From an optimization exercise on the open Yosys and OpenROAD flow, aimed at small area and a short achievable clock period; shortcuts taken in it are not production practice. Function was checked by simulation only, so behaviour that the tests miss may differ from the original.

Design musb_mult_accum, start of the top module:
module musb_mult_accum #(
  parameter int WIDTH = 32
) (
  input  logic                 clk,
  input  logic                 rst,
  input  logic [WIDTH-1:0]     input_a,
  input  logic [WIDTH-1:0]     input_b,
  input  logic [2*WIDTH-1:0]   accum_in,
  input  logic                 signed_operation,
  input  logic [1:0]           op,
  input  logic                 enable_op,
  input  logic                 stall,
  input  logic                 flush,
  output logic [2*WIDTH-1:0]   mult_result,
  output logic                 active,
  output logic                 ready
);
Settings: LEC_CHECK=0, CAP_MARGIN=20, CORE_MARGIN=2, CORE_UTILIZATION=40, CTS_CLUSTER_DIAMETER=120, CTS_CLUSTER_SIZE=25, SETUP_SLACK_MARGIN=4.5, SLEW_MARGIN=20, SYNTH_HIERARCHICAL=1, SYNTH_MINIMUM_KEEP_SIZE=0, TNS_END_PERCENT=50; clock period 8.0 ns.
standard.sh (not shown) runs the stock make flow with config.mk's settings and CLKGATE_MAP_FILE= SYNTH_SCRIPT=/design/flow/synth_recipe.tcl, a recipe that flattens the netlist after the stock synthesis.
==> flow/flow/run.sh <==
#!/bin/bash
# The standard layout (the standard.sh, unchanged synthesis and steps), with
# one change: the buffer that placement puts on every input and output port is
# sky130_fd_sc_hd__buf_1 instead of the cell buffer_ports picks by default.
set -euo pipefail
export BUFFER_PORTS_ARGS="-buffer_cell sky130_fd_sc_hd__buf_1"
bash standard.sh > standard.log 2>&1
The starting point ran to the end with no violations.
Change:
==> flow/run.sh (new file) <==
#!/bin/bash
# synth_recipe.tcl (not shown) runs the flow's synth.tcl, then flattens the netlist and writes it again
# the make line also repeats each setting of config.mk as NAME=value (left out here)
make -C /OpenROAD-flow-scripts/flow DESIGN_CONFIG=/design/flow/config.mk WORK_HOME=/design/flow/orfs CLKGATE_MAP_FILE= SYNTH_SCRIPT=/design/flow/synth_recipe.tcl finish
--- a/flow/config.mk
+++ b/flow/config.mk
@@ -10,5 +10,3 @@
 export CORE_UTILIZATION = 40
-export CTS_CLUSTER_DIAMETER = 120
-export CTS_CLUSTER_SIZE = 25
-export SETUP_SLACK_MARGIN = 4.5
+export SETUP_SLACK_MARGIN = 4.6
 export SLEW_MARGIN = 20
@@ -16,2 +14 @@
 export SYNTH_MINIMUM_KEEP_SIZE = 0
-export TNS_END_PERCENT = 50
removed: flow/flow/run.sh
removed: flow/standard.sh
The changed run produced a clean layout.
Utilization grows by 3.1 points.
Maximum frequency grows by 3.9%.
Global-route usage grows by 0.16 points.
Synthesized area is unchanged.
Change:
==> flow/flow/run.sh (new file) <==
#!/bin/bash
# The standard layout (the standard.sh, unchanged synthesis and steps), with
# one change: the buffer that placement puts on every input and output port is
# sky130_fd_sc_hd__buf_1 instead of the cell buffer_ports picks by default.
set -euo pipefail
export BUFFER_PORTS_ARGS="-buffer_cell sky130_fd_sc_hd__buf_1"
bash standard.sh > standard.log 2>&1
==> flow/standard.sh (new file) <==
#!/bin/bash
# synth_recipe.tcl (not shown) runs the flow's synth.tcl, then flattens the netlist and writes it again
# the make line also repeats each setting of config.mk as NAME=value (left out here)
make -C /OpenROAD-flow-scripts/flow DESIGN_CONFIG=/design/flow/config.mk WORK_HOME=/design/flow/orfs CLKGATE_MAP_FILE= SYNTH_SCRIPT=/design/flow/synth_recipe.tcl "${@:-finish}"
--- a/flow/config.mk
+++ b/flow/config.mk
@@ -10,3 +10,3 @@
 export CORE_UTILIZATION = 40
-export SETUP_SLACK_MARGIN = 4.6
+export SETUP_SLACK_MARGIN = 4.5
 export SLEW_MARGIN = 20
removed: flow/run.sh
Sequential share of layout area is higher by 1.2 points.
Setup slack gets better by 0.0032 ns.
Hold slack hardly moves.
Clock-buffer cell count came out lower by 3.

---

Setup of green:
musb_mult_accum again, from the RTL that the note above started with.
clock: 8.0 ns
lec_check: 0
cap_margin: 20
core_margin: 2
core_utilization: 40
cts_cluster_diameter: 120
cts_cluster_size: 25
setup_slack_margin: 4.5
slew_margin: 20
synth_hierarchical: 1
synth_minimum_keep_size: 0
==> flow/flow/run.sh <==
#!/bin/bash
# The standard layout (the standard.sh, unchanged synthesis and steps), with
# one change: the buffer that placement puts on every input and output port is
# sky130_fd_sc_hd__buf_1 instead of the cell buffer_ports picks by default.
set -euo pipefail
export BUFFER_PORTS_ARGS="-buffer_cell sky130_fd_sc_hd__buf_1"
bash standard.sh > standard.log 2>&1
Relative to green, the following input files were edited for purple:
==> flow/run.sh (new file) <==
#!/bin/bash
# synth_recipe.tcl (not shown) runs the flow's synth.tcl, then flattens the netlist and writes it again
# the make line also repeats each setting of config.mk as NAME=value (left out here)
make -C /OpenROAD-flow-scripts/flow DESIGN_CONFIG=/design/flow/config.mk WORK_HOME=/design/flow/orfs CLKGATE_MAP_FILE= SYNTH_SCRIPT=/design/flow/synth_recipe.tcl finish
removed: flow/flow/run.sh
removed: flow/standard.sh
Results
purple: no failed stages, no open violations at the end
purple ends up with lower headroom to the max-slew limit than green does.
purple against green: number of buffers inserted to repair setup after CTS shrank by 2; detailed placer's ending HPWL held steady; met1 layer usage reported by global route held steady; number of buffers outside the clock class in the layout shrank by about 1.7%; wire length shrank by 1.6%.
purple ended with more area added between synthesis and finish than green.
Looking at number of vias in the routed layout across purple and green, the one that comes out lower is purple.
Total stage count of the critical path ends up lower on green.

## port drivers added, routing unchanged
No port has a modelled driver above. Below, the same layouts with a new extraction and two added sets of constraints.
Step 1 assumes that a clkbuf_16 drives the clock port and a buf_2 every other input.
Step 2, shift: input delay + t, output delay - t, t = (earliest + latest rising clock arrival at the registers) / 2. This alone moves slack from input paths to output paths.
Three values: ideal ports, drivers, drivers and shift; two values: the first two.
| run | t, ns | setup WS [ns] | worst register clock-pin slew, ns | worst slew at a driven data input, ns |
|---|---|---|---|---|
| the first run of note 1 | 0.691 | 4.397 / 4.397 / 4.104 | 0.12 / 0.12 | 0.06 |
| the second run of note 1 | 0.689 | 4.530 / 4.530 / 4.260 | 0.08 / 0.08 | 0.06 |
| the third run of note 1 | 0.681 | 4.534 / 4.534 / 4.411 | 0.07 / 0.07 | 0.06 |
| green | 0.690 | 4.510 / 4.510 / 4.090 | 0.12 / 0.12 | 0.06 |
| purple | 0.682 | 4.529 / 4.529 / 4.250 | 0.11 / 0.11 | 0.06 |
After both steps every run listed still meets setup and hold. For green, which loses most, drivers alone change the setup slack by 0.000 ns; drivers and shift together by -0.420 ns.
